What follows belongs to an exercise in optimizing a design on an open flow for small area; a production flow would make more cautious choices. The RTL was checked by simulation tests, not by an equivalence proof against the original design. Power figures rest on the tool's default switching activity, not on a simulated workload.

### flow/run.sh
#!/bin/bash
# synth_recipe.tcl (not shown) runs the flow's synth.tcl, then flattens the netlist and writes it again
# the make line also repeats each setting of config.mk as NAME=value (left out here)
make -C /OpenROAD-flow-scripts/flow DESIGN_CONFIG=/design/flow/config.mk WORK_HOME=/design/flow/orfs CLKGATE_MAP_FILE= SYNTH_SCRIPT=/design/flow/synth_recipe.tcl finish
### flow/config.mk
export PLATFORM = sky130hd
export DESIGN_NAME = act_quant_unit
export DESIGN_NICKNAME = act_quant_unit
export VERILOG_FILES = /design/flow/design.v
export SDC_FILE = /design/flow/constraint.sdc
export NUM_CORES = 4
export LEC_CHECK = 0
export ABC_AREA = 1
export CAP_MARGIN = 20
export CORE_MARGIN = 2
export CORE_UTILIZATION = 55
export SLEW_MARGIN = 20
### flow/constraint.sdc
create_clock -name core_clock -period 7.0 [get_ports {clk}]
set_input_delay 1.4000 -clock core_clock [delete_from_list [all_inputs] [get_ports {clk}]]
set_output_delay 1.4000 -clock core_clock [all_outputs]
set_load 0.01 [all_outputs]
### flow/design.v
package npu_act_pkg;
    typedef enum logic [1:0] {
        ACT_SAT   = 2'd0,
        ACT_RELU  = 2'd1,
        ACT_LEAKY = 2'd2,
        ACT_CLAMP = 2'd3
    } act_mode_e;
    localparam int LEAKY_SHIFT   = 3;
    localparam int SAT_CNT_WIDTH = 16;
endpackage
import npu_act_pkg::*;
module act_shift_dec (
    input  logic [4:0]         shift_i,
    output logic [4:0]        sel_o,      
    output logic [11:0]        th_o        
);
    always_comb begin
        case (shift_i)
            5'd0: sel_o = 5'b11111;
            5'd1: sel_o = 5'b01111;
            5'd2: sel_o = 5'b10111;
            5'd3: sel_o = 5'b00111;
            5'd4: sel_o = 5'b11011;
            5'd5: sel_o = 5'b01011;
            5'd6: sel_o = 5'b10011;
            5'd7: sel_o = 5'b00011;
            5'd8: sel_o = 5'b11101;
            5'd9: sel_o = 5'b01101;
            5'd10: sel_o = 5'b10101;
            5'd11: sel_o = 5'b00101;
            5'd12: sel_o = 5'b11001;
            5'd13: sel_o = 5'b01001;
            5'd14: sel_o = 5'b10001;
            5'd15: sel_o = 5'b00001;
            5'd16: sel_o = 5'b11110;
            5'd17: sel_o = 5'b01110;
            5'd18: sel_o = 5'b10110;
            5'd19: sel_o = 5'b00110;
            5'd20: sel_o = 5'b11010;
            5'd21: sel_o = 5'b01010;
            5'd22: sel_o = 5'b10010;
            5'd23: sel_o = 5'b00010;
            5'd24: sel_o = 5'b11100;
            5'd25: sel_o = 5'b01100;
            5'd26: sel_o = 5'b10100;
            5'd27: sel_o = 5'b00100;
            5'd28: sel_o = 5'b11000;
            5'd29: sel_o = 5'b01000;
            5'd30: sel_o = 5'b10000;
            5'd31: sel_o = 5'b00000;
            default: sel_o = '0;
        endcase
        for (int i = 0; i < 12; i++) th_o[i] = shift_i > 5'(i);
    end
endmodule
module act_lane (
    input  logic [31:0] x_i,
    input  logic [4:0] sel_i,
    input  logic [11:0] th_i,
    input  logic [3:0]  mode_i,     
    output logic [15:0] yp_o,       
    output logic        inc_o,
    output logic        sat_o
);
    logic [31:0] w0;
    assign w0[0] = sel_i[0] ? 1'b0 : x_i[15];
    assign w0[1] = sel_i[0] ? x_i[0] : x_i[16];
    assign w0[2] = sel_i[0] ? x_i[1] : x_i[17];
    assign w0[3] = sel_i[0] ? x_i[2] : x_i[18];
    assign w0[4] = sel_i[0] ? x_i[3] : x_i[19];
    assign w0[5] = sel_i[0] ? x_i[4] : x_i[20];
    assign w0[6] = sel_i[0] ? x_i[5] : x_i[21];
    assign w0[7] = sel_i[0] ? x_i[6] : x_i[22];
    assign w0[8] = sel_i[0] ? x_i[7] : x_i[23];
    assign w0[9] = sel_i[0] ? x_i[8] : x_i[24];
    assign w0[10] = sel_i[0] ? x_i[9] : x_i[25];
    assign w0[11] = sel_i[0] ? x_i[10] : x_i[26];
    assign w0[12] = sel_i[0] ? x_i[11] : x_i[27];
    assign w0[13] = sel_i[0] ? x_i[12] : x_i[28];
    assign w0[14] = sel_i[0] ? x_i[13] : x_i[29];
    assign w0[15] = sel_i[0] ? x_i[14] : x_i[30];
    assign w0[16] = sel_i[0] ? x_i[15] : x_i[31];
    assign w0[17] = sel_i[0] ? x_i[16] : x_i[31];
    assign w0[18] = sel_i[0] ? x_i[17] : x_i[31];
    assign w0[19] = sel_i[0] ? x_i[18] : x_i[31];
    assign w0[20] = sel_i[0] ? x_i[19] : x_i[31];
    assign w0[21] = sel_i[0] ? x_i[20] : x_i[31];
    assign w0[22] = sel_i[0] ? x_i[21] : x_i[31];
    assign w0[23] = sel_i[0] ? x_i[22] : x_i[31];
    assign w0[24] = sel_i[0] ? x_i[23] : x_i[31];
    assign w0[25] = sel_i[0] ? x_i[24] : x_i[31];
    assign w0[26] = sel_i[0] ? x_i[25] : x_i[31];
    assign w0[27] = sel_i[0] ? x_i[26] : x_i[31];
    assign w0[28] = sel_i[0] ? x_i[27] : x_i[31];
    assign w0[29] = sel_i[0] ? x_i[28] : x_i[31];
    assign w0[30] = sel_i[0] ? x_i[29] : x_i[31];
    assign w0[31] = sel_i[0] ? x_i[30] : x_i[31];
    logic [27:0] w1;
    assign w1[0] = sel_i[1] ? w0[0] : w0[8];
    assign w1[1] = sel_i[1] ? w0[1] : w0[9];
    assign w1[2] = sel_i[1] ? w0[2] : w0[10];
    assign w1[3] = sel_i[1] ? w0[3] : w0[11];
    assign w1[4] = sel_i[1] ? w0[4] : w0[12];
    assign w1[5] = sel_i[1] ? w0[5] : w0[13];
    assign w1[6] = sel_i[1] ? w0[6] : w0[14];
    assign w1[7] = sel_i[1] ? w0[7] : w0[15];
    assign w1[8] = sel_i[1] ? w0[8] : w0[16];
    assign w1[9] = sel_i[1] ? w0[9] : w0[17];
    assign w1[10] = sel_i[1] ? w0[10] : w0[18];
    assign w1[11] = sel_i[1] ? w0[11] : w0[19];
    assign w1[12] = sel_i[1] ? w0[12] : w0[20];
    assign w1[13] = sel_i[1] ? w0[13] : w0[21];
    assign w1[14] = sel_i[1] ? w0[14] : w0[22];
    assign w1[15] = sel_i[1] ? w0[15] : w0[23];
    assign w1[16] = sel_i[1] ? w0[16] : w0[24];
    assign w1[17] = sel_i[1] ? w0[17] : w0[25];
    assign w1[18] = sel_i[1] ? w0[18] : w0[26];
    assign w1[19] = sel_i[1] ? w0[19] : w0[27];
    assign w1[20] = sel_i[1] ? w0[20] : w0[28];
    assign w1[21] = sel_i[1] ? w0[21] : w0[29];
    assign w1[22] = sel_i[1] ? w0[22] : w0[30];
    assign w1[23] = sel_i[1] ? w0[23] : w0[31];
    assign w1[24] = sel_i[1] ? w0[24] : x_i[31];
    assign w1[25] = sel_i[1] ? w0[25] : x_i[31];
    assign w1[26] = sel_i[1] ? w0[26] : x_i[31];
    assign w1[27] = sel_i[1] ? w0[27] : x_i[31];
    logic [23:0] w2;
    assign w2[0] = sel_i[2] ? w1[0] : w1[4];
    assign w2[1] = sel_i[2] ? w1[1] : w1[5];
    assign w2[2] = sel_i[2] ? w1[2] : w1[6];
    assign w2[3] = sel_i[2] ? w1[3] : w1[7];
    assign w2[4] = sel_i[2] ? w1[4] : w1[8];
    assign w2[5] = sel_i[2] ? w1[5] : w1[9];
    assign w2[6] = sel_i[2] ? w1[6] : w1[10];
    assign w2[7] = sel_i[2] ? w1[7] : w1[11];
    assign w2[8] = sel_i[2] ? w1[8] : w1[12];
    assign w2[9] = sel_i[2] ? w1[9] : w1[13];
    assign w2[10] = sel_i[2] ? w1[10] : w1[14];
    assign w2[11] = sel_i[2] ? w1[11] : w1[15];
    assign w2[12] = sel_i[2] ? w1[12] : w1[16];
    assign w2[13] = sel_i[2] ? w1[13] : w1[17];
    assign w2[14] = sel_i[2] ? w1[14] : w1[18];
    assign w2[15] = sel_i[2] ? w1[15] : w1[19];
    assign w2[16] = sel_i[2] ? w1[16] : w1[20];
    assign w2[17] = sel_i[2] ? w1[17] : w1[21];
    assign w2[18] = sel_i[2] ? w1[18] : w1[22];
    assign w2[19] = sel_i[2] ? w1[19] : w1[23];
    assign w2[20] = sel_i[2] ? w1[20] : w1[24];
    assign w2[21] = sel_i[2] ? w1[21] : w1[25];
    assign w2[22] = sel_i[2] ? w1[22] : w1[26];
    assign w2[23] = sel_i[2] ? w1[23] : w1[27];
    logic [21:0] w3;
    assign w3[0] = sel_i[3] ? w2[0] : w2[2];
    assign w3[1] = sel_i[3] ? w2[1] : w2[3];
    assign w3[2] = sel_i[3] ? w2[2] : w2[4];
    assign w3[3] = sel_i[3] ? w2[3] : w2[5];
    assign w3[4] = sel_i[3] ? w2[4] : w2[6];
    assign w3[5] = sel_i[3] ? w2[5] : w2[7];
    assign w3[6] = sel_i[3] ? w2[6] : w2[8];
    assign w3[7] = sel_i[3] ? w2[7] : w2[9];
    assign w3[8] = sel_i[3] ? w2[8] : w2[10];
    assign w3[9] = sel_i[3] ? w2[9] : w2[11];
    assign w3[10] = sel_i[3] ? w2[10] : w2[12];
    assign w3[11] = sel_i[3] ? w2[11] : w2[13];
    assign w3[12] = sel_i[3] ? w2[12] : w2[14];
    assign w3[13] = sel_i[3] ? w2[13] : w2[15];
    assign w3[14] = sel_i[3] ? w2[14] : w2[16];
    assign w3[15] = sel_i[3] ? w2[15] : w2[17];
    assign w3[16] = sel_i[3] ? w2[16] : w2[18];
    assign w3[17] = sel_i[3] ? w2[17] : w2[19];
    assign w3[18] = sel_i[3] ? w2[18] : w2[20];
    assign w3[19] = sel_i[3] ? w2[19] : w2[21];
    assign w3[20] = sel_i[3] ? w2[20] : w2[22];
    assign w3[21] = sel_i[3] ? w2[21] : w2[23];
    logic [20:0] w4;
    assign w4[0] = sel_i[4] ? w3[0] : w3[1];
    assign w4[1] = sel_i[4] ? w3[1] : w3[2];
    assign w4[2] = sel_i[4] ? w3[2] : w3[3];
    assign w4[3] = sel_i[4] ? w3[3] : w3[4];
    assign w4[4] = sel_i[4] ? w3[4] : w3[5];
    assign w4[5] = sel_i[4] ? w3[5] : w3[6];
    assign w4[6] = sel_i[4] ? w3[6] : w3[7];
    assign w4[7] = sel_i[4] ? w3[7] : w3[8];
    assign w4[8] = sel_i[4] ? w3[8] : w3[9];
    assign w4[9] = sel_i[4] ? w3[9] : w3[10];
    assign w4[10] = sel_i[4] ? w3[10] : w3[11];
    assign w4[11] = sel_i[4] ? w3[11] : w3[12];
    assign w4[12] = sel_i[4] ? w3[12] : w3[13];
    assign w4[13] = sel_i[4] ? w3[13] : w3[14];
    assign w4[14] = sel_i[4] ? w3[14] : w3[15];
    assign w4[15] = sel_i[4] ? w3[15] : w3[16];
    assign w4[16] = sel_i[4] ? w3[16] : w3[17];
    assign w4[17] = sel_i[4] ? w3[17] : w3[18];
    assign w4[18] = sel_i[4] ? w3[18] : w3[19];
    assign w4[19] = sel_i[4] ? w3[19] : w3[20];
    assign w4[20] = sel_i[4] ? w3[20] : w3[21];
    logic [20:0] win;
    assign win = w4[20:0];
    logic [19:0] q;       
    logic r;              
    assign q = win[20:1];
    assign r = win[0];
    logic [30:19] hi_eq;
    logic hi_ok;
    for (genvar i = 19; i < 31; i++) begin : g_hi
        assign hi_eq[i] = th_i[i-19] | ~(x_i[i] ^ x_i[31]);
    end
    assign hi_ok = &hi_eq;
    logic c3, c15, c20;
    assign c3  = r & (&q[2:0]);
    assign c15 = c3 & (&q[14:3]);
    assign c20 = c15 & (&q[19:15]);
    logic [20:15] th;     
    assign th = {q[19], q[19:15]} + 6'(c15);
    logic neg, pos_big, neg16, neg19;
    assign neg     = hi_ok ? th[20] : x_i[31];
    assign pos_big = hi_ok ? (~th[20] & (|th[19:15])) : ~x_i[31];
    assign neg16   = hi_ok ? (th[20] & ~(&th[19:15])) : x_i[31];
    assign neg19   = hi_ok ? (th[20] & ~(&th[19:18])) : x_i[31];
    logic sel_t, sel_lk, sel_max, sel_min;
    assign sel_min = neg & ((mode_i[0] & neg16) | (mode_i[2] & neg19));
    assign sel_lk  = neg & mode_i[2] & ~neg19;
    assign sel_max = ~neg & pos_big;
    assign sel_t   = (~neg ? ~pos_big : (mode_i[0] & ~neg16)) & ~c20;
    for (genvar j = 0; j < 15; j++) begin : g_y
        assign yp_o[j] = (sel_t & q[j]) | (sel_lk & q[j+3]) | sel_max;
    end
    assign yp_o[15] = (sel_t & q[15]) | (sel_lk & q[18]) | sel_min;
    assign inc_o    = (sel_t & r) | (sel_lk & c3);
    assign sat_o    = sel_min | (sel_max & ~mode_i[3]);
endmodule
module act_lane2 (
    input  logic [15:0] yp_i,
    input  logic        inc_i,
    input  logic        clamp_i,    
    input  logic [14:0] k_i,        
    output logic [15:0] y_o,
    output logic        gt_o        
);
    logic [16:0] c;
    assign c[0] = inc_i;
    for (genvar j = 0; j < 16; j++) begin : g_inc
        assign y_o[j]  = yp_i[j] ^ c[j];
        assign c[j+1]  = yp_i[j] & c[j];
    end
    logic [15:0] g;
    assign g[0] = inc_i;
    for (genvar j = 0; j < 15; j++) begin : g_cmp
        assign g[j+1] = (yp_i[j] & ~k_i[j]) | ((yp_i[j] | ~k_i[j]) & g[j]);
    end
    assign gt_o = clamp_i & g[15];
endmodule
module act_stage1 (
    input  logic [255:0] x_i,
    input  logic [4:0]   shift_i,
    input  logic [3:0]   mode_i,
    output logic [127:0] yp_o,
    output logic [7:0]   inc_o,
    output logic [7:0]   sat_o
);
    logic [4:0] sel;
    logic [11:0] th;
    act_shift_dec u_dec (.shift_i(shift_i), .sel_o(sel), .th_o(th));
    for (genvar k = 0; k < 8; k++) begin : g_lane
        act_lane u_lane (
            .x_i   (x_i[32*k +: 32]),
            .sel_i (sel),
            .th_i  (th),
            .mode_i(mode_i),
            .yp_o  (yp_o[16*k +: 16]),
            .inc_o (inc_o[k]),
            .sat_o (sat_o[k])
        );
    end
endmodule
import npu_act_pkg::*;
module act_quant_unit
#(
    parameter int DATA_WIDTH  = 16,
    parameter int ACC_WIDTH   = 32,
    parameter int MATRIX_SIZE = 8,
    parameter int SHIFT_WIDTH = 5
) (
    input  logic                              clk,
    input  logic                              rst_n,
    input  logic                              clear,
    input  logic [MATRIX_SIZE*ACC_WIDTH-1:0]  in_data,
    input  logic                              in_valid,
    input  logic [1:0]                        act_mode,
    input  logic [SHIFT_WIDTH-1:0]            shift,
    input  logic [DATA_WIDTH-1:0]             clip_max,
    output logic [MATRIX_SIZE*DATA_WIDTH-1:0] act_output_data,
    output logic                              act_output_valid,
    output logic [MATRIX_SIZE-1:0]            sat_mask,
    output logic [SAT_CNT_WIDTH-1:0]          sat_count
);
    localparam int DW = DATA_WIDTH;
    logic [3:0] mode_oh;
    assign mode_oh = 4'b0001 << act_mode;
    logic [MATRIX_SIZE*DW-1:0] yp_d, yp_q;
    logic [MATRIX_SIZE-1:0]    inc_d, inc_q, sat_d, sat_q;
    logic                      clamp_q;
    logic [DW-2:0]             k_q;
    act_stage1 u_stage1 (
        .x_i    (in_data),
        .shift_i(shift),
        .mode_i (mode_oh),
        .yp_o   (yp_d),
        .inc_o  (inc_d),
        .sat_o  (sat_d)
    );
    always_ff @(posedge clk) begin
        yp_q    <= yp_d;
        inc_q   <= inc_d;
        sat_q   <= sat_d;
        clamp_q <= act_mode == ACT_CLAMP;
        k_q     <= clip_max[DW-1] ? '0 : clip_max[DW-2:0];
    end
    logic v1_q, v2_q, dlv;
    logic [MATRIX_SIZE*DW-1:0] y2, out_q;
    logic [MATRIX_SIZE-1:0]    gt2, mask_q;
    logic [SAT_CNT_WIDTH-1:0]  cnt_q;
    for (genvar k = 0; k < MATRIX_SIZE; k++) begin : g_lane2
        act_lane2 u_lane2 (
            .yp_i   (yp_q[k*DW +: DW]),
            .inc_i  (inc_q[k]),
            .clamp_i(clamp_q),
            .k_i    (k_q),
            .y_o    (y2[k*DW +: DW]),
            .gt_o   (gt2[k])
        );
    end
    assign dlv = v1_q & ~clear;
    logic [SAT_CNT_WIDTH-1:0] cnt_nx;
    logic [SAT_CNT_WIDTH:0] cc;
    assign cc[0] = |sat_q & ~(&cnt_q);
    for (genvar j = 0; j < SAT_CNT_WIDTH; j++) begin : g_cnt
        assign cnt_nx[j] = cnt_q[j] ^ cc[j];
        assign cc[j+1]   = cnt_q[j] & cc[j];
    end
    always_ff @(posedge clk or negedge rst_n) begin
        if (!rst_n) begin
            v1_q   <= 1'b0;
            v2_q   <= 1'b0;
            out_q  <= '0;
            mask_q <= '0;
            cnt_q  <= '0;
        end else begin
            v1_q <= in_valid & ~clear;
            v2_q <= dlv;
            if (clear) begin
                out_q  <= '0;
                mask_q <= '0;
                cnt_q  <= '0;
            end else if (v1_q) begin
                for (int k = 0; k < MATRIX_SIZE; k++)
                    out_q[k*DW +: DW] <= gt2[k] ? {1'b0, k_q} : y2[k*DW +: DW];
                mask_q <= sat_q;
                cnt_q  <= cnt_nx;
            end
        end
    end
    assign act_output_data  = out_q;
    assign act_output_valid = v2_q;
    assign sat_mask         = mask_q;
    assign sat_count        = cnt_q;
endmodule
==> results by group, run 1 <==
Status
  – Status: timing/DRC/antenna clean

STA
  – WHS: approximately 0.47 ns
  – Max frequency: 0.174 GHz
  – Final Skew: between 0.015 and 0.02 ns
  – Final min period: between 5 and 6 ns
  – Period utilization: 81.9%
  – Pins over their slew limit: 0
  – Worst-margin pin slew: approximately 1.2 ns
  – RSZ-0062 raised after global routing: no
  – Rel. slew slack: about a fifth
  – Finish-stage setup viols: 0
  – Setup TNS Final: 0 ns
  – Final Hold Vio Count: 0

Clocking
  – Post-CTS Hold Buffers: 0
  – Clk slew on worst S/H paths: 0.08 ns
  – Deepest clock path buffer count: 3
  – Sink Count: 314
  – Post_cts resized: 0
  – Postcts setup bufs: 0
  – TritonCTS clock tree: yes
  – Clock root cell: clkbuf_16
  – Depth of the CTS H-tree: 1
  – Skew-Pair Late Insertion Delay: between 0.5 and 0.6 ns
  – CTS buffer count: 27

Finish
  – Cell area after layout: approximately 36000 um2
  – Layout area overhead: 17.1%
  – Share of cells above drive strength 1: 3.99%
  – # diodes: 0
  – Commonest non-fill, non-tap cell in the layout: nand2_1
  – Most frequent cells in the layout: nand2_1 (1921), nand3_1 (638), inv_1 (485)
  – NumNets Final: roughly 5900

Routing
  – Vias per inst: a little under 6
  – Post-route DRC: 0
  – Drt wl/cell: 18.3 um
  – Vias: between 30000 and 40000
  – WL final: 114 mm
  – First-pass detailed-route iteration total: 7
  – Final antenna-violating net count: 0
  – Initial DRC count: 4936

Yosys
  – Syn Inst Count: between 5000 and 6000
  – Post-synth ARST share: approximately half
  – Adder and majority gate portion of the synthesized area: around 6%
  – Top post-synthesis cells by area: nand2_1 (23%), dfrtp_1 (12%), dfxtp_1 (10%), nand3_1 (10%), o21ai_0 (6.8%)
  – Mux contribution to synthesized area: under 10%
  – Main synth FF type: dfxtp_1
  – Largest family of logic cells by synthesized area: simple AND/OR/NAND/NOR gates
  – Post-Synth XOR/XNOR Area: around 2.0%
  – Post-synthesis sequential area ratio: roughly 23%
  – Mean Syn Cell Area: 5.88 um2
  – Simple-Gate Fraction of Synth Area: a little over 40%
  – Share of the synthesized area in the top cell type: 23.3%
  – Yosys warns: 2
  – Synth area leader: nand2_1
  – Number of synthesized register bits: approximately 310
  – Post-Syn Area: a little over 30000 um2
  – Distinct cells, synth: between 50 and 60
  – Synthesized Nets: 5692
  – Complex-gate fraction of the synthesized area: between 10% and 20%
  – Post-synth EDFFs: 0

Worst hold path
  – Worst Hold Class: reg -> reg
  – Hold Path Cell Cnt: 2
  – Min-delay src: sat_q[4]$_DFF_P_
  – Hold endpoint: mask_q[4]$_DFFE_PN0P_

Power
  – PwrDens: about 180 nW/um2
  – P_leak: between 15 and 20 nW
  – VDD IR max: approximately 0.00017 V
  – Design Power: around 6.6 mW

Critical path
  – R2r worst-path depth: 21
  – Reg2reg end: cnt_q[14]$_DFFE_PN0P_
  – R2r startpoint: sat_q[0]$_DFF_P_
  – Worst Path Class, Setup: in -> reg
  – Max FO, Critical Path: 82
  – Critical-path top delay cell: inv_4
  – Required @ worst endpoint: between 7 and 8 ns
  – Startpoint Class: input pin
  – Worst Path Arrival: approximately 6.2 ns
  – R2R setup slack: around 2.7 ns
  – CP max stage delay: approximately 0.55 ns
  – Crit end category: flip-flop
  – CP cell instances: buf_4 -> inv_4 -> buf_12 -> nand2_1 -> a22oi_1 -> nand2_1 -> o21ai_0 -> o21ai_1 -> o21ai_0 -> nand2_1 -> nor2_1 -> and3_1 -> ha_1 -> ha_1 -> nand2_1 -> o21ai_1 -> nand3_1 -> nor2_2 -> buf_4 -> nand2_1 -> nand2_1 -> nand2_1 -> o21bai_1
  – Crit path top cell by count: nand2_1

GRT
  – Vias in the first global route: 30500
  – Initial antenna violation count: 0
  – Global-route wire length before repair: approximately 170 mm
  – Largest net degree at the start of global routing: 127
  – Total GRT Usage: approximately 38%
  – Gr ovfl total: 0

Floorplan
  – Initial Util: a little under three fifths
  – Io pins: roughly 440
  – Die area: roughly 58000 um2
  – Rows: 86
  – Area of the core: 55300 um2
  – Die Width: between 200 and 250 um
  – Die H: ~240 um

Run
  – # Max-Cap Violations: 0

Place
  – DP Area: about 35000 um2
  – Placer Congestion: ~1.0
  – I/O Buffers: 435
  – Post-DP HPWL: around 90 mm
## cell families after synthesis
group | after synthesis
simple gates | 2979
xor+xnor | 72
flops | 314
fa+ha+maj | 151
buf+inv | 825
mux | 32
compound gates | 885
## metal layers
metal	part of all wire [%]	wire length, um	up-vias	global-route usage, %
met4	3.6	4100	0	12.8
met5	0	0	-	0
met1	46	52600	16000	59.0
met2	40	45200	2085	52.1
li1	-	-	17600	-
met3	11	12100	251	4.60
## per-stage QoR
step / util, % / std cells / setup WS, ns
after floorplan: - / 5258 / 2.26
after global placement: 63.8 / 6186 / 0.981
after detailed placement: 63.8 / 6186 / 0.880
after CTS: 65.5 / 6235 / 1.46
after global routing: 65.5 / 6235 / 0.828
final: 65.5 / 6235 / 1.27
## critical path: cells and delay by family
| kind | cells | cell delay, ns |
|---|---|---|
| and+or+nand+nor | 11 | 1.56 |
| AOI/OAI and AO/OA | 6 | 1.41 |
| buffers and inverters | 4 | 1.37 |
| adders and majority gates | 2 | 0.40 |
## state kept, by name, indices dropped and copies added (netlist names)
signal,cells
out_q,128
yp_q,128
cnt_q,16
k_q,15
inc_q,8
mask_q,8
sat_q,8
clamp_q,1
v1_q,1
v2_q,1
## worst max path at each step
stage,start,to,slack [ns],cells after the start
2_1_floorplan,shift[4],sat_q[0]$_DFF_P_,2.26,21
3_3_place_gp,shift[4],yp_q[91]$_DFF_P_,0.98,24
3_5_place_dp,shift[4],yp_q[74]$_DFF_P_,0.88,23
4_1_cts,shift[4],yp_q[74]$_DFF_P_,1.46,23
5_1_grt,shift[4],yp_q[88]$_DFF_P_,0.83,24
6_report,shift[4],yp_q[74]$_DFF_P_,1.27,23
## report_power, final
group	internal [mW]	switching [mW]	total, mW
sequential	2.07	0.247	2.32
combinational	1.01	1.75	2.76
clock	0.835	0.698	1.53
total	3.91	2.69	6.60
## layout make-up
cell class                 instances  area, um2
multi-input combinational       4119      20500
fill                            5326      19100
sequential                       314       7060
timing repair buffer             500       4910
inverter                         505       1910
tap                              748        936
clock buffer                      37        827
clock inverter                    12       82.6
## synthesized netlist by cell type (3+ instances only)
cell      count
o21bai_1     26
o22ai_1      63
xnor2_1      56
a31oi_1       4
buf_1        52
dfrtp_1     154
inv_1       487
ha_1        151
o221ai_1     23
a21oi_1      98
buf_4        37
a22oi_1      25
o21a_1        8
clkinv_1      5
dfxtp_1     160
nor4_1       16
buf_2        69
a211oi_1      4
a22o_1        9
mux2i_1      32
o21ai_0     420
xor2_1       16
o211ai_1     86
o21ai_1      98
and2_1        5
nor2_4        4
a32oi_1       3
nor2_1      233
or2_2        40
nand4_1      54
nor3_1       11
nor2_2        8
nand2_2      12
or2_1        14
nand4_2       4
buf_6        11
nand3b_1      9
nand2_1    1921
o21ai_2       9
nand3_1     638
inv_2        12
and3_1        6
clkbuf_1    151
==> run 2, diff against run 1 <==
==> flow/flow/run.sh (new file) <==
#!/bin/bash
# Own layout flow: the standard flow with two changes.
#  1. Synthesis maps the logic with an area-oriented ABC script (flow/abc_area.script,
#     used through ABC_AREA=1); everything else in synthesis, including the registers,
#     is the standard synthesis.
#  2. Port buffers are sky130_fd_sc_hd__buf_1 instead of the resizer's default choice.
# Each tool's full output stays in orfs/logs/; make's output goes to flow_make.log.
set -euo pipefail
W=$PWD
rm -rf "$W/scripts_mod"
cp -r "$FLOW_HOME/scripts" "$W/scripts_mod"
cp "$W/flow/abc_area.script" "$W/scripts_mod/abc_area.script"
export SCRIPTS_DIR="$W/scripts_mod"
export BUFFER_PORTS_ARGS="-buffer_cell sky130_fd_sc_hd__buf_1"
bash "$W/standard.sh" finish > "$W/flow_make.log" 2>&1 || { tail -40 "$W/flow_make.log"; exit 1; }
tail -5 "$W/flow_make.log"
==> flow/flow/abc_area.script (new file) <==
&get -n
&st
&dch -f
&nf -R 1000
&st
&dch -f
&nf -R 1000
&put
==> flow/standard.sh (new file) <==
#!/bin/bash
# synth_recipe.tcl (not shown) runs the flow's synth.tcl, then flattens the netlist and writes it again
# the make line also repeats each setting of config.mk as NAME=value (left out here)
make -C /OpenROAD-flow-scripts/flow DESIGN_CONFIG=/design/flow/config.mk WORK_HOME=/design/flow/orfs CLKGATE_MAP_FILE= SYNTH_SCRIPT=/design/flow/synth_recipe.tcl "${@:-finish}"
removed: flow/run.sh
==> run 2 against run 1 <==
- first-iteration DRC count shrank 2.7%
- worst setup slack got worse by 0.45 ns
- still clean on timing, DRC and antenna
- sequential power increased by 2%
- die area decreased by 16%
==> results by group, run 2 <==
Place
  – Placer Congestion: 1.07 (+5.0%)
  – Post-DP HPWL: 85.5 mm (-3.3%)
  – I/O Buffers: 435 (unchanged)
  – DP Area: 29100 um2 (-18%)

Routing
  – WL final: 110 mm (-3.2%)
  – Vias per inst: 6.75 (+17%)
  – Vias: 31200 (-13%)
  – Post-route DRC: 0 (unchanged)
  – Initial DRC count: 4805 (-2.7%)
  – First-pass detailed-route iteration total: 9 (+2)
  – Final antenna-violating net count: 0 (unchanged)
  – Drt wl/cell: 23.9 um (+31%)

Finish
  – Most frequent cells in the layout: o21ai_0 (557), nand2_1 (546), nor2_1 (454)
  – Regs by FF count: out_q (128), yp_q (128), cnt_q (16)
  – Share of cells above drive strength 1: 4.47% (+0.48 points)
  – Commonest non-fill, non-tap cell in the layout: o21ai_0
  – Cell area after layout: 30100 um2 (-17%)
  – Layout area overhead: 16.0%
  – NumNets Final: 4416 (-25%)
  – Filler cells: 4063 (-24%)

STA
  – Period utilization: 88.3% (+6.4 points)
  – Setup TNS Final: 0 ns (unchanged)
  – Pins over their slew limit: 0 (unchanged)
  – Final Hold Vio Count: 0 (unchanged)
  – Max frequency: 0.162 GHz (-7.3%)
  – Final Skew: 0.0160 ns (-0.00138 ns)
  – Finish-stage setup viols: 0 (unchanged)
  – Worst-margin pin slew: 1.21 ns (+0.0370 ns)
  – Rel. slew slack: 19.0% (-2.3 points)
  – Final min period: 6.18 ns (+0.449 ns)
  – RSZ-0062 raised after global routing: no

Yosys
  – Yosys warns: 2 (unchanged)
  – Post-synthesis sequential area ratio: 27.2% (+4.4 points)
  – Synthesized Nets: 3870 (-32%)
  – Syn Inst Count: 3436 (-35%)
  – Share of the synthesized area in the top cell type: 14.9% (-8.5 points)
  – Post-synth EDFFs: 0 (unchanged)
  – Post-Syn Area: 25900 um2 (-16%)
  – Distinct cells, synth: 62 (+13%)
  – Number of synthesized register bits: 314 (unchanged)
  – Most instantiated cells after synthesis: o21ai_0 (557), nand2_1 (546), nor2_1 (458), a21oi_1 (288), dfxtp_1 (160)
  – Top post-synthesis cells by area: dfrtp_1 (15%), dfxtp_1 (12%), o21ai_0 (11%), nand2_1 (7.9%), ha_1 (7.3%)
  – Top-count cell post-synth: o21ai_0
  – Synth area leader: dfrtp_1
  – Mean Syn Cell Area: 7.55 um2 (+28%)
  – Main synth FF type: dfxtp_1
  – Post-synth ARST share: 49.0% (unchanged)

Critical path
  – CP max stage delay: 0.59 ns (+0.04 ns)
  – Startpoint Class: input pin
  – Critical-path top delay cell: a2111oi_0
  – Worst Path Arrival: 6.59 ns (+0.38 ns)
  – Max FO, Critical Path: 88 (+7.3%)
  – Required @ worst endpoint: 7.41 ns (-0.07 ns)
  – Top delay family on crit path: compound AO/OA/AOI/OAI gates
  – Bufs and invs on worst path: 4 (unchanged)
  – Worst Path Class, Setup: in -> reg
  – CP cell instances: clkbuf_4 -> buf_12 -> nand2_1 -> nand2_1 -> o22ai_1 -> o21ai_0 -> a21oi_1 -> mux2_1 -> or4_1 -> nor3_1 -> nand4b_1 -> clkinv_1 -> ha_1 -> ha_1 -> xor2_1 -> a2111oi_0 -> a31oi_1 -> buf_4 -> nor2_1 -> o21ai_0
  – Crit end category: flip-flop

Worst hold path
  – Worst Hold Class: reg -> reg

Power
  – PwrDens: 207 nW/um2 (+13%)
  – P_leak: 12.2 nW (-34%)
  – VDD IR max: 0.000249 V (+42%)

Floorplan
  – Die area: 48900 um2 (-16%)
  – Initial Util: 55.7% (-0.19 points)
  – Rows: 79 (-8.1%)
  – Die H: 221 um (-8.3%)
  – Die Width: 221 um (-8.3%)
  – Io pins: 436 (unchanged)
  – Area of the core: 46600 um2 (-16%)

Clocking
  – Clk slew on worst S/H paths: 0.07 ns (about the same)
  – Sink Count: 314 (unchanged)
  – CTS buffer count: 28 (+3.7%)
  – Skew-Pair Late Insertion Delay: 0.56 ns (about the same)
  – TritonCTS clock tree: yes
  – Clock root cell: clkbuf_16
  – Post-CTS Hold Buffers: 0 (unchanged)
  – Post_cts resized: 0 (unchanged)
  – Postcts setup bufs: 0 (unchanged)
  – Deepest clock path buffer count: 3 (unchanged)
  – Depth of the CTS H-tree: 1 (unchanged)

GRT
  – Largest net degree at the start of global routing: 200 (+57%)
  – Vias in the first global route: 27900 (-8.8%)
  – Global-route wire length before repair: 166 mm (-4.5%)
  – Total GRT Usage: 42.6% (+5.0 points)
  – Gr ovfl total: 0 (unchanged)
  – Initial antenna violation count: 2 (+2)

Status
  – Status: timing/DRC/antenna clean

Run
  – # Max-Cap Violations: 0 (unchanged)
-- run 2: cell count changes after synthesis, moves of 98 or more --
cell | before | now
nor2_1 | 233 | 458
a21oi_1 | 98 | 288
o21ai_1 | 98 | 0
inv_1 | 487 | 0
nand2_1 | 1921 | 546
o21ai_0 | 420 | 557
clkbuf_1 | 151 | 0
nand3_1 | 638 | 76
-- run 2: cells by family (layout without fill, tap and decap cells) --
family                   Yosys count  count (layout)  synth area share (%)
AO/OA/AOI/OAI                   1303            1303                  30.3
XOR/XNOR                          50              50                  1.69
adder cells (fa/ha/maj)          167             167                  7.90
buffers and inverters             79             647                  1.14
flip-flops                       314             314                  27.2
multiplexers                     216             216                  10.3
other                              0               1                     0
AND/OR/NAND/NOR                 1307            1307                  21.4
-- run 2: area by class of cell --
| class | instances | area (um2) | share of cell area, % |
|---|---|---|---|
| clock buffers | 44 | 895 | 2.97 |
| diodes | 1 | 2.50 | 0.00832 |
| well taps | 607 | 759 | 2.52 |
| repair buffers | 516 | 2320 | 7.72 |
| multi-input cells | 3043 | 18700 | 62.0 |
| inverters | 79 | 298 | 0.990 |
| flip-flops and latches | 314 | 7060 | 23.5 |
| clock inverters | 8 | 98.8 | 0.328 |
-- run 2: routing by layer --
layer	part of all wire [%]	wire [um]	global-route usage [%]
met4	5.1	5640	18.7
met5	0.012	13	0
met2	41	44800	61.0
met3	13	14200	8.25
met1	41	45700	62.2
-- run 2: final timing paths --
path / startpoint / end / slack, ns / cells after the start
min in group asynchronous: rst_n / out_q[89]$_DFFE_PN0P_ / 0.97 / 1
worst min register to register: out_q[94]$_DFFE_PN0P_ / out_q[94]$_DFFE_PN0P_ / 0.47 / 2
worst max-delay path: shift[4] / yp_q[106]$_DFF_P_ / 0.82 / 20
worst min-delay path: out_q[94]$_DFFE_PN0P_ / out_q[94]$_DFFE_PN0P_ / 0.47 / 2
worst max register to register: k_q[1]$_SDFF_PP0_ / out_q[109]$_DFFE_PN0P_ / 1.79 / 15
max in group asynchronous: rst_n / mask_q[6]$_DFFE_PN0P_ / 4.68 / 2
-- run 2: tightest hold or removal path, cell delays in order (launching register included) --
cell	delay, ns
dfrtp_1	0.35
nand2_1	0.05
nand2_1	0.05
-- run 2: through the flow --
stage	hold WS, ns	total power [mW]	utilization (%)	instances	worst slack [ns]
5_1_grt	0.500	6.48	64.6	4612	0.528
4_1_cts	0.472	6.09	64.6	4608	1.05
6_report	0.473	6.22	64.6	4612	0.819
3_5_place_dp	0.458	4.47	62.4	4556	0.514
2_1_floorplan	0.457	3.54	-	3436	0.00203
3_3_place_gp	0.449	4.39	62.4	4556	0.676
-- run 2: power by group --
| part | leakage, nW | switching (mW) | internal [mW] |
|---|---|---|---|
| Combinational | 8.25 | 1.47 | 0.759 |
| Clock | 0.492 | 0.686 | 0.953 |
| Sequential | 3.43 | 0.284 | 2.07 |
==> run 3, diff against run 2 <==
--- a/flow/flow/run.sh
+++ b/flow/flow/run.sh
@@ -4,6 +4,7 @@
 #     used through ABC_AREA=1); everything else in synthesis, including the registers,
 #     is the standard synthesis.
 #  2. Port buffers are sky130_fd_sc_hd__buf_1 instead of the resizer's default choice.
+#  3. Clock tree synthesis builds from clkbuf_4/clkbuf_8 and adds no dummy loads.
 # Each tool's full output stays in orfs/logs/; make's output goes to flow_make.log.
 set -euo pipefail
 W=$PWD
@@ -12,5 +13,6 @@
 cp "$W/flow/abc_area.script" "$W/scripts_mod/abc_area.script"
 export SCRIPTS_DIR="$W/scripts_mod"
 export BUFFER_PORTS_ARGS="-buffer_cell sky130_fd_sc_hd__buf_1"
+export CTS_ARGS="-sink_clustering_enable -repair_clock_nets -buf_list {sky130_fd_sc_hd__clkbuf_4 sky130_fd_sc_hd__clkbuf_8} -dont_use_dummy_load"
 bash "$W/standard.sh" finish > "$W/flow_make.log" 2>&1 || { tail -40 "$W/flow_make.log"; exit 1; }
 tail -5 "$W/flow_make.log"
==> flow/flow/abc_area.script (replaced) <==
&get -n
&st
&deepsyn -T 120
&dch -f
&nf -R 1000 -p
&put
==> run 3 against run 2 <==
- worst setup slack got worse by 0.26 ns
- sequential share of layout area increased by 1.6 points
- register-to-register slack got worse by 0.43 ns
- count of clock-buffer cells in the layout decreased by 1
- clock power decreased by 29%
- largest power group unchanged
==> results by group, run 3 <==
Routing
  – Initial DRC count: 4939 (+2.8%)
  – Post-route DRC: 0 (unchanged)
  – Vias per inst: 6.98 (+3.4%)
  – Drt wl/cell: 26.4 um (+10%)
  – Vias: 30000 (-3.7%)
  – Final antenna-violating net count: 0 (unchanged)
  – First-pass detailed-route iteration total: 9 (unchanged)
  – WL final: 113 mm (+2.6%)

Floorplan
  – Area of the core: 43900 um2 (-5.6%)
  – Die area: 46000 um2 (-6.0%)
  – Initial Util: 55.4% (-0.31 points)
  – Die Width: 214 um (-3.1%)
  – Io pins: 436 (unchanged)
  – Die H: 214 um (-3.1%)
  – Rows: 77 (-2.5%)

Yosys
  – Post-synth EDFFs: 0 (unchanged)
  – Share of the synthesized area in the top cell type: 15.8% (+0.97 points)
  – Most instantiated cells after synthesis: nand2_1 (599), nor2_1 (326), o21ai_0 (273), a21oi_1 (243), a22oi_1 (174)
  – Main synth FF type: dfxtp_1
  – Simple-Gate Fraction of Synth Area: 21.7% (+0.33 points)
  – Post-synth ARST share: 49.0% (unchanged)
  – Mean Syn Cell Area: 7.77 um2 (+2.9%)
  – Largest family of logic cells by synthesized area: compound AO/OA/AOI/OAI gates
  – Mux contribution to synthesized area: 8.97% (-1.4 points)
  – Post-Synth XOR/XNOR Area: 0.899% (-0.79 points)
  – Yosys warns: 2 (unchanged)
  – Synth area leader: dfrtp_1
  – Post-synthesis sequential area ratio: 29.0% (+1.8 points)
  – Post-Syn Area: 24300 um2 (-6.2%)
  – Adder and majority gate portion of the synthesized area: 8.38% (+0.48 points)
  – Syn Inst Count: 3134 (-8.8%)
  – Top post-synthesis cells by area: dfrtp_1 (16%), dfxtp_1 (13%), nand2_1 (9.2%), ha_1 (7.8%), o21ai_0 (5.6%)
  – Distinct cells, synth: 61 (-1.6%)
  – Synthesized Nets: 3568 (-7.8%)
  – Top-count cell post-synth: nand2_1
  – Complex-gate fraction of the synthesized area: 30.0% (-0.29 points)
  – Number of synthesized register bits: 314 (unchanged)

STA
  – WHS: 0.465 ns (-0.00788 ns)
  – Pins over their slew limit: 0 (unchanged)
  – Max frequency: 0.155 GHz (-4.0%)
  – Finish-stage setup viols: 0 (unchanged)
  – Period utilization: 92.0% (+3.7 points)
  – RSZ-0062 raised after global routing: no
  – Final min period: 6.44 ns (+0.259 ns)
  – Final Skew: 0.0344 ns (+0.0185 ns)
  – Setup TNS Final: 0 ns (unchanged)
  – Rel. slew slack: 18.9% (about the same)
  – Worst-margin pin slew: 1.21 ns (+0.000251 ns)
  – Final Hold Vio Count: 0 (unchanged)

Clocking
  – CTS buffer count: 43 (+54%)
  – Deepest clock path buffer count: 3 (unchanged)
  – Post-CTS Hold Buffers: 0 (unchanged)
  – Skew-Pair Late Insertion Delay: 0.57 ns (about the same)
  – Sink Count: 314 (unchanged)
  – Post_cts resized: 0 (unchanged)
  – TritonCTS clock tree: yes
  – Clk slew on worst S/H paths: 0.06 ns (about the same)
  – Depth of the CTS H-tree: 2 (+1)
  – Clock root cell: clkbuf_8
  – Postcts setup bufs: 0 (unchanged)

Status
  – Status: timing/DRC/antenna clean

Power
  – VDD IR max: 0.000168 V (-32%)
  – Design Power: 5.14 mW (-17%)
  – PwrDens: 183 nW/um2 (-12%)
  – P_leak: 11.9 nW (-2.5%)

Finish
  – Regs by FF count: out_q (128), yp_q (128), cnt_q (16)
  – NumNets Final: 4135 (-6.4%)
  – Layout area overhead: 15.5%
  – Share of cells above drive strength 1: 4.03% (-0.44 points)
  – Commonest non-fill, non-tap cell in the layout: nand2_1
  – Cell area after layout: 28100 um2 (-6.6%)
  – Most frequent cells in the layout: nand2_1 (598), buf_1 (429), nor2_1 (322)
  – Filler cells: 3771 (-7.2%)

Place
  – Placer Congestion: 1.08 (+0.85%)
  – DP Area: 27500 um2 (-5.4%)
  – I/O Buffers: 435 (unchanged)
  – Post-DP HPWL: 85.6 mm (+0.13%)

GRT
  – Initial antenna violation count: 4 (+2)
  – Total GRT Usage: 47.1% (+4.4 points)
  – Vias in the first global route: 28000 (+0.39%)
  – Global-route wire length before repair: 170 mm (+2.1%)
  – Gr ovfl total: 0 (unchanged)
  – Largest net degree at the start of global routing: 93 (-54%)

Critical path
  – Crit end category: flip-flop
  – Max FO, Critical Path: 19 (-78%)
  – Startpoint Class: input pin
  – Worst Path Class, Setup: in -> reg
  – Required @ worst endpoint: 7.43 ns (+0.02 ns)
  – Worst Path Arrival: 6.87 ns (+0.28 ns)

Worst hold path
  – Worst Hold Class: reg -> reg

Run
  – # Max-Cap Violations: 0 (unchanged)
[run 3: layout make-up]
class	count	area (um2)	area share, %
Antenna cell	4	10.0	0.0356
Clock buffer	43	592	2.11
Inverter	65	244	0.868
Multi-Input combinational cell	2755	17100	60.9
Sequential cell	314	7060	25.1
Tap cell	592	741	2.63
Timing Repair Buffer	522	2360	8.39
[run 3: worst paths after layout]
kind,startpoint,to,slack [ns],cells after the start
max,shift[3],yp_q[88]$_DFF_P_,0.56,18
min,out_q[88]$_DFFE_PN0P_,out_q[88]$_DFFE_PN0P_,0.47,2
max reg2reg,k_q[2]$_SDFF_PP0_,out_q[124]$_DFFE_PN0P_,1.36,16
min reg2reg,out_q[88]$_DFFE_PN0P_,out_q[88]$_DFFE_PN0P_,0.47,2
max in group asynchronous,rst_n,out_q[32]$_DFFE_PN0P_,4.71,2
min in group asynchronous,rst_n,out_q[48]$_DFFE_PN0P_,0.94,1
[run 3: through the flow]
stage	cells	setup slack [ns]	util, %
after floorplan	3134	0.134	-
after global placement	4248	0.448	62.6
after detailed placement	4248	0.285	62.6
after CTS	4291	0.836	63.9
after global routing	4295	0.409	64.0
final	4295	0.560	64.0
[run 3: routing by layer]
metal / part of all wire, % / GRT usage [%] / wire, um
met5: 0 / 0 / 0
met4: 6.1 / 23.6 / 6870
met3: 14 / 11.4 / 15400
met2: 40 / 66.8 / 44900
met1: 41 / 66.5 / 46100
[run 3: kinds of logic after synthesis]
group                    Yosys count
buffers and inverters             65
flip-flops                       314
AO/OA/AOI/OAI                   1121
multiplexers                     207
XOR/XNOR                          25
AND/OR/NAND/NOR                 1236
adder cells (fa/ha/maj)          166
[run 3: power by group]
part	leakage [nW]	internal [mW]	switching (mW)	total, mW
sequential	3.44	1.97	0.186	2.16
clock	0.309	0.544	0.621	1.17
combinational	8.12	0.593	1.23	1.82
[run 3: critical path: stages]
cell and delay [ns]:
clkbuf_4 0.31, nor2b_4 0.53, buf_4 0.31, a222oi_1 0.11
nor2_1 0.14, a21oi_1 0.11, a2111oi_0 0.73, buf_4 0.22
nor2b_1 0.04, or4_1 0.54, nor3_1 0.32, ha_1 0.23
ha_1 0.21, nand3b_1 0.14, or2_0 0.22, a41oi_1 0.61
clkinv_1 0.46, o221ai_1 0.22
==> run 4, diff against run 3 <==
--- a/flow/design.v
+++ b/flow/design.v
@@ -200,12 +200,13 @@
     logic r;              
     assign q = win[20:1];
     assign r = win[0];
-    logic [30:19] hi_eq;
+    logic [30:19] hi_one, hi_zero;
     logic hi_ok;
     for (genvar i = 19; i < 31; i++) begin : g_hi
-        assign hi_eq[i] = th_i[i-19] | ~(x_i[i] ^ x_i[31]);
+        assign hi_one[i]  = th_i[i-19] | x_i[i];
+        assign hi_zero[i] = th_i[i-19] | ~x_i[i];
     end
-    assign hi_ok = &hi_eq;
+    assign hi_ok = x_i[31] ? &hi_one : &hi_zero;
     logic c3, c15, c20;
     assign c3  = r & (&q[2:0]);
     assign c15 = c3 & (&q[14:3]);
==> flow/flow/abc_area.script (replaced) <==
&get -n
&st
&deepsyn -T 300
&dch -f
&nf -R 1000 -p
&put
--- a/flow/config.mk
+++ b/flow/config.mk
@@ -8,5 +8,5 @@
 export ABC_AREA = 1
 export CAP_MARGIN = 20
 export CORE_MARGIN = 2
-export CORE_UTILIZATION = 55
+export CORE_UTILIZATION = 45
 export SLEW_MARGIN = 20
==> run 4 against run 3 <==
- worst setup slack better by 0.24 ns
- sequential power hardly changed
- die area is 20% higher
- clock power hardly changed
- global-route usage is 8.2 points lower
- flip-flop and latch count stayed put
- critical path depth is 2 higher
- final cell count is 0.91% higher
- combinational power is 2% lower
- non-clock buffer count is 5 lower
- final area is 0.94% lower
- critical endpoint is now inc_q[6]$_DFF_P_
==> results by group, run 4 <==
GRT
  – Routing usage on met2: 54.9% (-12 points)
  – Initial antenna violation count: 2 (-2)
  – Total GRT Usage: 38.9% (-8.2 points)
  – Vias in the first global route: 26300 (-6.1%)
  – Met3 usage: 8.20% (-3.2 points)
  – Gr ovfl total: 0 (unchanged)
  – Global route hottest layer: met1
  – Met1 Use GR: 57.7% (-8.8 points)
  – Global-route wire length before repair: 167 mm (-1.3%)
  – Largest net degree at the start of global routing: 171 (+84%)

Worst hold path
  – Min-delay src: out_q[4]$_DFFE_PN0P_
  – Worst Hold Class: reg -> reg

STA
  – Final min period: 6.20 ns (-0.243 ns)
  – Finish-stage setup viols: 0 (unchanged)
  – Setup TNS Final: 0 ns (unchanged)
  – Rel. slew slack: 17.5% (-1.5 points)
  – Worst-margin pin slew: 1.23 ns (+0.0220 ns)
  – Final Hold Vio Count: 0 (unchanged)
  – Pins over their slew limit: 0 (unchanged)
  – Max frequency: 0.161 GHz (+3.9%)
  – Period utilization: 88.5% (-3.5 points)
  – WHS: 0.467 ns (+0.00186 ns)
  – RSZ-0062 raised after global routing: no
  – PnR worst setup slack: 0.803 ns (+0.243 ns)
  – Final Skew: 0.0394 ns (+0.00503 ns)

Yosys
  – Post-synth ARST share: 49.0% (unchanged)
  – Yosys warns: 2 (unchanged)
  – Post-synth EDFFs: 0 (unchanged)
  – Post-Syn Area: 24000 um2 (-1.6%)
  – Synthesized Nets: 3516 (-1.5%)
  – Distinct cells, synth: 62 (+1.6%)
  – Share of the synthesized area in the top cell type: 16.1% (+0.26 points)
  – Most instantiated cells after synthesis: nand2_1 (591), nor2_1 (331), o21ai_0 (297), a21oi_1 (260), a22oi_1 (183)
  – Post-synthesis sequential area ratio: 29.5% (+0.48 points)
  – Top-count cell post-synth: nand2_1
  – Mean Syn Cell Area: 7.77 um2 (about the same)
  – Syn Inst Count: 3082 (-1.7%)
  – Top post-synthesis cells by area: dfrtp_1 (16%), dfxtp_1 (13%), nand2_1 (9.3%), ha_1 (7.9%), o21ai_0 (6.2%)
  – Main synth FF type: dfxtp_1
  – Synth area leader: dfrtp_1
  – Number of synthesized register bits: 314 (unchanged)

Critical path
  – Crit end category: flip-flop
  – Worst Path Arrival: 6.70 ns (-0.17 ns)
  – Required @ worst endpoint: 7.50 ns (+0.07 ns)
  – Worst Path Class, Setup: in -> reg
  – Startpoint Class: input pin
  – R2r startpoint: k_q[1]$_SDFF_PP0_
  – Max FO, Critical Path: 24 (+5)
  – CP startpoint: shift[4]

Finish
  – Finished Core Util: 53.0% (-11 points)
  – Cell area after layout: 27800 um2 (-0.94%)
  – Regs by FF count: out_q (128), yp_q (128), cnt_q (16)
  – Commonest non-fill, non-tap cell in the layout: nand2_1
  – NumNets Final: 4080 (-1.3%)
  – Layout area overhead: 16.3%
  – Share of cells above drive strength 1: 3.95% (-0.076 points)
  – Most frequent cells in the layout: nand2_1 (589), buf_1 (429), nor2_1 (326)

Floorplan
  – Rows: 84 (+9.1%)
  – Die area: 55100 um2 (+20%)
  – Die Width: 235 um (+9.5%)
  – Area of the core: 52600 um2 (+20%)
  – Initial Util: 45.6% (-9.8 points)
  – Io pins: 436 (unchanged)
  – Die H: 235 um (+9.5%)

Run
  – # Max-Cap Violations: 0 (unchanged)

Routing
  – First-pass detailed-route iteration total: 8 (-1)
  – Post-route DRC: 0 (unchanged)
  – Drt wl/cell: 25.9 um (-1.6%)
  – Vias: 28800 (-3.8%)
  – Initial DRC count: 4104 (-17%)
  – WL final: 112 mm (-0.71%)
  – Final antenna-violating net count: 0 (unchanged)
  – Vias per inst: 6.66 (-4.7%)

Clocking
  – Post_cts resized: 0 (unchanged)
  – TritonCTS clock tree: yes
  – Postcts setup bufs: 0 (unchanged)
  – Clk slew on worst S/H paths: 0.06 ns (about the same)
  – Clock root cell: clkbuf_8
  – Depth of the CTS H-tree: 2 (unchanged)
  – Sink Count: 314 (unchanged)
  – Post-CTS Hold Buffers: 0 (unchanged)
  – CTS buffer count: 45 (+4.7%)
  – Deepest clock path buffer count: 3 (unchanged)
  – Skew-Pair Late Insertion Delay: 0.59 ns (+0.02 ns)

Place
  – Placer Congestion: 1.04 (-3.6%)
  – DP Area: 27200 um2 (-1.0%)
  – Post-DP HPWL: 87.9 mm (+2.7%)
  – I/O Buffers: 435 (unchanged)
  – Worst slack, placed: 0.496 ns (+0.210 ns)

Power
  – VDD IR max: 0.0000925 V (-45%)
  – P_leak: 11.8 nW (-0.39%)
  – PwrDens: 184 nW/um2 (+0.48%)

Status
  – Status: timing/DRC/antenna clean
==> run 4: final cells by class <==
cell class              instances  area, um2
repair buffers                517       2360
inverters                      53        199
flip-flops and latches        314       7060
multi-input cells            2715      16700
diodes                          2       5.00
clock buffers                  45        619
well taps                     688        861
fillers                      5286      24700
==> run 4: per-layer routing <==
| metal | part of all wire (%) | up-vias |
|---|---|---|
| met4 | 4.1 | 0 |
| met3 | 11 | 328 |
| met1 | 44 | 13500 |
| li1 | - | 13000 |
| met5 | 0 | - |
| met2 | 40 | 2019 |
==> run 4: path summary, 6_finish.rpt <==
kind                                         endpoint  slack [ns]  cells after the start
worst max-delay path                 inc_q[6]$_DFF_P_        0.80                     20
worst min-delay path             out_q[4]$_DFFE_PN0P_        0.47                      2
worst max register to register  out_q[22]$_DFFE_PN0P_        2.20                     17
worst min register to register   out_q[4]$_DFFE_PN0P_        0.47                      2
max in group asynchronous       out_q[18]$_DFFE_PN0P_        4.66                      2
min in group asynchronous       out_q[43]$_DFFE_PN0P_        0.97                      1
==> run 4: logic make-up after synthesis <==
| kind of cell | Yosys count | synth area share [%] |
|---|---|---|
| compound gates | 1185 | 32.3 |
| xor+xnor | 17 | 0.622 |
| fa+ha+maj | 151 | 7.89 |
| buf+inv | 53 | 0.831 |
| flops | 314 | 29.5 |
| mux | 193 | 8.43 |
| simple gates | 1169 | 20.4 |
==> run 4: where the power goes <==
group / switching, mW / total, mW / internal, mW / leakage, nW
clock network: 0.623 / 1.19 / 0.568 / 0.324
logic: 1.21 / 1.78 / 0.573 / 8.06
registers: 0.176 / 2.15 / 1.98 / 3.44
==> run 4: worst max-delay path, stage by stage <==
cell and delay, ns:
clkbuf_4 0.26, clkinv_1 0.25, nand2_2 0.55, o22ai_1 0.16, or3_1 0.37, nand2_1 0.08
o21ai_0 0.11, mux2i_1 0.49, nand2_1 0.12, a2111oi_0 0.60, nor4b_1 0.47, ha_1 0.30
ha_1 0.20, xnor2_1 0.17, a31oi_1 0.17, o41ai_2 0.33, buf_4 0.27, nand2_1 0.07
o21ai_0 0.16, o21a_1 0.14
==> run 4: stage by stage <==
step | total power, mW | std cells
finish | 5.12 | 4334
global route | 5.36 | 4334
CTS | 5.06 | 4331
detailed placement | 3.87 | 4286
global placement | 3.85 | 4286
floorplan | 3.08 | 3082
==> run 5, diff against run 4 <==
--- a/flow/config.mk
+++ b/flow/config.mk
@@ -6,7 +6,7 @@
 export NUM_CORES = 4
 export LEC_CHECK = 0
 export ABC_AREA = 1
-export CAP_MARGIN = 20
+export CAP_MARGIN = 10
 export CORE_MARGIN = 2
 export CORE_UTILIZATION = 45
-export SLEW_MARGIN = 20
+export SLEW_MARGIN = 10
==> run 5 against run 4 <==
- final area grew 0.51%
- clock power decreased by 3%
- worst setup slack lost 0.066 ns
- non-clock buffer count up 13
- die area up 0.29%
- area after synthesis up 0.30%
- register-to-register slack better by 0.25 ns
- count of clock-buffer cells in the layout shrank 2
- critical path depth stayed put
- synthesized cell count grew 2.0%
- global-route usage down 0.15 points
==> results by group, run 5 <==
Power
  – P_leak: 11.9 nW (+0.70%)
  – VDD IR max: 0.000127 V (+37%)
  – PwrDens: 182 nW/um2 (-1.0%)

STA
  – Final Skew: 0.0261 ns (-0.0134 ns)
  – WHS: 0.464 ns (-0.00318 ns)
  – Final min period: 6.26 ns (+0.0664 ns)
  – Final Hold Vio Count: 0 (unchanged)
  – Worst-margin pin slew: 1.20 ns (-0.0355 ns)
  – Max frequency: 0.160 GHz (-1.1%)
  – Period utilization: 89.5% (+0.95 points)
  – Pins over their slew limit: 0 (unchanged)
  – Rel. slew slack: 19.1% (+1.6 points)
  – Setup TNS Final: 0 ns (unchanged)
  – RSZ-0062 raised after global routing: no
  – Finish-stage setup viols: 0 (unchanged)

Routing
  – Vias: 28900 (+0.035%)
  – First-pass detailed-route iteration total: 6 (-2)
  – Drt wl/cell: 25.6 um (-1.3%)
  – Post-route DRC: 0 (unchanged)
  – WL final: 113 mm (+0.33%)
  – Final antenna-violating net count: 0 (unchanged)
  – Initial DRC count: 3798 (-7.5%)
  – Vias per inst: 6.55 (-1.6%)

Critical path
  – Crit end category: flip-flop
  – CP cell instances: clkbuf_4 -> nand2_1 -> nor2_1 -> or3_1 -> o21ai_0 -> nor2_1 -> a21oi_1 -> a21oi_1 -> or4_1 -> nor4_1 -> nand4_1 -> nor4b_1 -> ha_1 -> nand2_1 -> xnor2_1 -> nor3b_1 -> a31oi_1 -> a31o_1 -> buf_4 -> o221ai_1
  – Startpoint Class: input pin
  – Max FO, Critical Path: 11 (-54%)
  – Critical-path top delay cell: or4_1
  – Worst Path Class, Setup: in -> reg
  – Required @ worst endpoint: 7.41 ns (-0.09 ns)
  – CP max stage delay: 0.48 ns (-0.12 ns)
  – R2r worst-path depth: 19 (+2)
  – Worst Path Arrival: 6.67 ns (-0.03 ns)

Finish
  – Share of cells above drive strength 1: 4.04% (+0.085 points)
  – Commonest non-fill, non-tap cell in the layout: nand2_1
  – Regs by FF count: out_q (128), yp_q (128), cnt_q (16)
  – NumNets Final: 4152 (+1.8%)
  – Most frequent cells in the layout: nand2_1 (585), buf_1 (429), nor2_1 (372)
  – Layout area overhead: 16.5%
  – Finished Core Util: 53.2% (+0.17 points)

Clocking
  – Skew-Pair Late Insertion Delay: 0.56 ns (-0.03 ns)
  – Postcts setup bufs: 0 (unchanged)
  – Clock root cell: clkbuf_8
  – Post_cts resized: 0 (unchanged)
  – CTS buffer count: 43 (-4.4%)
  – TritonCTS clock tree: yes
  – Post-CTS Hold Buffers: 0 (unchanged)
  – Depth of the CTS H-tree: 2 (unchanged)
  – Clk slew on worst S/H paths: 0.06 ns (about the same)
  – Deepest clock path buffer count: 3 (unchanged)
  – Sink Count: 314 (unchanged)

GRT
  – Initial antenna violation count: 2 (unchanged)
  – Global-route wire length before repair: 167 mm (-0.35%)
  – Gr ovfl total: 0 (unchanged)
  – Vias in the first global route: 26300 (+0.26%)
  – Total GRT Usage: 38.8% (-0.15 points)
  – Largest net degree at the start of global routing: 204 (+19%)

Yosys
  – Number of synthesized register bits: 314 (unchanged)
  – Top-count cell post-synth: nand2_1
  – Main synth FF type: dfxtp_1
  – Syn Inst Count: 3143 (+2.0%)
  – Post-synthesis sequential area ratio: 29.4% (-0.087 points)
  – Top post-synthesis cells by area: dfrtp_1 (16%), dfxtp_1 (13%), nand2_1 (9.2%), ha_1 (7.9%), o21ai_0 (6.2%)
  – Post-synth EDFFs: 0 (unchanged)
  – Most instantiated cells after synthesis: nand2_1 (586), nor2_1 (375), o21ai_0 (297), a21oi_1 (268), a22oi_1 (183)
  – Post-Syn Area: 24000 um2 (+0.30%)
  – Share of the synthesized area in the top cell type: 16.0% (-0.048 points)
  – Mean Syn Cell Area: 7.64 um2 (-1.6%)
  – Synthesized Nets: 3577 (+1.7%)
  – Distinct cells, synth: 60 (-3.2%)
  – Post-synth ARST share: 49.0% (unchanged)
  – Yosys warns: 2 (unchanged)
  – Synth area leader: dfrtp_1

Floorplan
  – Initial Util: 45.6% (about the same)
  – Die H: 235 um (+0.14%)
  – Die area: 55300 um2 (+0.29%)
  – Rows: 84 (unchanged)
  – Area of the core: 52700 um2 (+0.20%)
  – Io pins: 436 (unchanged)
  – Die Width: 235 um (+0.14%)

Run
  – # Max-Cap Violations: 0 (unchanged)

Place
  – I/O Buffers: 435 (unchanged)
  – Placer Congestion: 1.10 (+5.0%)
  – Post-DP HPWL: 88.4 mm (+0.61%)

Status
  – Status: timing/DRC/antenna clean

Worst hold path
  – Hold Path Cell Cnt: 2 (unchanged)
  – Worst Hold Class: reg -> reg
==> run 5: area by class of cell <==
class	count	area [um2]
Sequential cell	314	7060
Timing Repair Buffer	530	2480
Antenna cell	3	7.51
Clock buffer	43	592
Tap cell	688	861
Inverter	57	214
Fill cell	5203	24700
Multi-Input combinational cell	2772	16800
==> run 5: critical path, delay by kind of cell <==
kind            cells  cell delay [ns]
simple gates       10             2.85
buf+inv             2             0.41
compound gates      6             1.55
xor+xnor            1             0.17
fa+ha+maj           1             0.27
==> run 5: per-stage QoR <==
stage          cell area [um2]  total power, mW  worst slack, ns  std cells
2_1_floorplan            24000             3.08            0.274       3143
3_3_place_gp             27400             3.87            0.566       4361
3_5_place_dp             27400             3.89            0.328       4361
4_1_cts                  28000             5.03            0.894       4404
5_1_grt                  28000             5.32            0.385       4405
6_report                 28000             5.09            0.736       4407
==> run 5: kinds of logic (layout without fill, tap and decap cells) <==
family                   Yosys count  in the layout  synth area share [%]
XOR/XNOR                          17             17                 0.620
other                              0              3                     0
multiplexers                     174            174                  7.59
buffers and inverters             57            630                 0.891
adder cells (fa/ha/maj)          159            159                  8.20
flip-flops                       314            314                  29.4
AND/OR/NAND/NOR                 1281           1281                  22.8
AO/OA/AOI/OAI                   1141           1141                  30.6
==> run 5: worst paths after layout <==
check | to | from | slack (ns)
min | out_q[99]$_DFFE_PN0P_ | out_q[99]$_DFFE_PN0P_ | 0.46
max | yp_q[30]$_DFF_P_ | shift[3] | 0.74
min in group asynchronous | out_q[89]$_DFFE_PN0P_ | rst_n | 0.92
max reg2reg | out_q[98]$_DFFE_PN0P_ | k_q[0]$_SDFF_PP0_ | 2.45
min reg2reg | out_q[99]$_DFFE_PN0P_ | out_q[99]$_DFFE_PN0P_ | 0.46
max in group asynchronous | out_q[124]$_DFFE_PN0P_ | rst_n | 4.75
==> run 5: layer usage <==
layer / track usage, % / share of wire (%) / up-vias
met5: 0 / 0.012 / -
met4: 12.7 / 3.5 / 2
met3: 10.1 / 12 / 270
met2: 55.1 / 41 / 1894
met1: 56.6 / 44 / 13600
li1: - / - / 13100
==> run 5: where the power goes <==
| part | internal (mW) | total (mW) | switching, mW |
|---|---|---|---|
| Combinational | 0.582 | 1.80 | 1.22 |
| Clock | 0.544 | 1.15 | 0.609 |
| Sequential | 1.98 | 2.14 | 0.159 |
| Total | 3.10 | 5.09 | 1.99 |
==> run 6, diff against run 5 <==
==> flow/flow/run.sh (replaced) <==
#!/bin/bash
# Own layout flow: the standard flow with two changes.
#  1. Synthesis maps the logic with an area-oriented ABC script (flow/abc_area.script,
#     used through ABC_AREA=1); everything else in synthesis, including the registers,
#     is the standard synthesis.
#  2. Port buffers are sky130_fd_sc_hd__buf_1 instead of the resizer's default choice.
#  3. Clock tree synthesis builds from clkbuf_4/clkbuf_8, clusters up to 12 sinks and adds no dummy loads.
# Each tool's full output stays in orfs/logs/; make's output goes to flow_make.log.
set -euo pipefail
W=$PWD
rm -rf "$W/scripts_mod"
cp -r "$FLOW_HOME/scripts" "$W/scripts_mod"
cp "$W/flow/abc_area.script" "$W/scripts_mod/abc_area.script"
export SCRIPTS_DIR="$W/scripts_mod"
export BUFFER_PORTS_ARGS="-buffer_cell sky130_fd_sc_hd__buf_1"
export CTS_ARGS="-sink_clustering_enable -sink_clustering_size 12 -sink_clustering_max_diameter 40 -repair_clock_nets -buf_list {sky130_fd_sc_hd__clkbuf_4 sky130_fd_sc_hd__clkbuf_8} -dont_use_dummy_load"
bash "$W/standard.sh" finish > "$W/flow_make.log" 2>&1 || { tail -40 "$W/flow_make.log"; exit 1; }
tail -5 "$W/flow_make.log"
==> run 6 against run 5 <==
- still clean
- via count shrank 0.58%
- worst setup slack lost 0.030 ns
- non-clock buffer count did not move
- worst hold slack improved by 0.0028 ns
- routed wire length decreased by 0.12%
==> results by group, run 6 <==
Place
  – Placer Congestion: 1.10 (unchanged)
  – DP Area: 27400 um2 (unchanged)

Clocking
  – Post-CTS Hold Buffers: 0 (unchanged)
  – Clk slew on worst S/H paths: 0.07 ns (about the same)

Routing
  – WL met3: 13.3 mm (+0.11%)
  – Metal2 WL: 45.6 mm (-0.45%)
  – Drt wl/cell: 25.6 um (+0.13%)

Critical path
  – Bufs and invs on worst path: 2 (unchanged)
  – R2r worst-path depth: 19 (unchanged)
  – CP max stage delay: 0.48 ns (about the same)

Finish
  – NumNets Final: 4143 (-0.22%)
  – Layout area overhead: 16.0%

STA
  – Final min period: 6.29 ns (+0.0301 ns)
  – Final Hold Vio Count: 0 (unchanged)
  – RSZ-0062 raised after global routing: no
  – Pins over their slew limit: 0 (unchanged)
  – Max frequency: 0.159 GHz (-0.48%)

Yosys
  – Post-synth ARST share: 49.0% (unchanged)
  – Main synth FF type: dfxtp_1
  – Post-synth EDFFs: 0 (unchanged)
  – Yosys warns: 2 (unchanged)

Status
  – Status: timing/DRC/antenna clean

GRT
  – Gr ovfl total: 0 (unchanged)
## run 6: cell count changes in the layout (fill, tap and decap cells not counted)
cell | previous run | this run
clkbuf_8 | 43 | 34
diode_2 | 3 | 1
## run 6: area by class of cell
| cell class | count | area [um2] |
|---|---|---|
| antenna | 1 | 2.50 |
| inverter | 57 | 214 |
| tap | 688 | 861 |
| clock buffer | 34 | 468 |
| multi-input combinational | 2772 | 16800 |
| sequential | 314 | 7060 |
| fill | 5206 | 24800 |
| timing repair buffer | 530 | 2480 |
## run 6: how the worst min path moves through the flow
stage,cells past startpoint,slack (ns),startpoint,endpoint
3_5_place_dp,2,0.46,out_q[57]$_DFFE_PN0P_,out_q[57]$_DFFE_PN0P_
5_1_grt,2,0.49,out_q[41]$_DFFE_PN0P_,out_q[41]$_DFFE_PN0P_
3_3_place_gp,2,0.45,out_q[122]$_DFFE_PN0P_,out_q[122]$_DFFE_PN0P_
4_1_cts,2,0.47,out_q[57]$_DFFE_PN0P_,out_q[57]$_DFFE_PN0P_
2_1_floorplan,1,0.46,sat_q[2]$_DFF_P_,mask_q[2]$_DFFE_PN0P_
6_report,2,0.47,out_q[99]$_DFFE_PN0P_,out_q[99]$_DFFE_PN0P_
## run 6: report_power, final
group	switching (mW)	total, mW	internal [mW]	leakage [nW]
clock	0.589	1.02	0.435	0.244
combinational	1.22	1.80	0.582	8.16
sequential	0.159	2.13	1.98	3.43
total	1.97	4.96	2.99	11.8
## run 6: metrics by stage
| stage | power [mW] | hold slack (ns) | std cells | setup slack [ns] |
|---|---|---|---|---|
| after detailed placement | 3.89 | 0.456 | 4361 | 0.328 |
| after global routing | 5.19 | 0.495 | 4396 | 0.367 |
| after global placement | 3.87 | 0.452 | 4361 | 0.566 |
| after CTS | 4.90 | 0.473 | 4395 | 0.876 |
| after floorplan | 3.08 | 0.457 | 3143 | 0.274 |
| final | 4.96 | 0.467 | 4396 | 0.706 |
## run 6: per-layer routing
layer	up-vias	global-route usage (%)
met2	1922	55.1
met1	13400	56.7
met4	2	12.8
li1	13100	-
met3	262	10.0
met5	-	0
## run 6: kinds of logic (layout without fill, tap and decap cells)
| group | Yosys count | after routing | share of synthesized area, % |
|---|---|---|---|
| buffers and inverters | 57 | 621 | 0.891 |
| xor gates and xnor gates | 17 | 17 | 0.620 |
| AOI/OAI and AO/OA | 1141 | 1141 | 30.6 |
| and+or+nand+nor | 1281 | 1281 | 22.8 |
| muxes | 174 | 174 | 7.59 |
| other | 0 | 1 | 0 |
| adders and majority gates | 159 | 159 | 8.20 |
| DFF | 314 | 314 | 29.4 |
## run 6: worst register-to-register path, cell delays in order (launching register included)
cell and delay (ns):
dfxtp_1 0.32, buf_4 0.23, clkinv_1 0.55, a22oi_1 0.34
o21a_1 0.17, o2bb2ai_1 0.07, a21oi_1 0.14, o2bb2ai_1 0.12
maj3_1 0.38, a21oi_1 0.13, or2_0 0.14, a21oi_1 0.06
a21oi_1 0.12, a21oi_1 0.06, a221o_1 0.28, o221ai_1 0.07
a21oi_1 0.12, nor2_1 0.79, a22oi_1 0.28, nand2_1 0.12

Check on run 6: ideal ports give 0.706 ns setup slack; a clkbuf_16 on the clock port and buf_2 on the inputs give 0.728 ns; moving port delays by the midpoint clock arrival (0.587 ns) as well gives 0.141 ns.
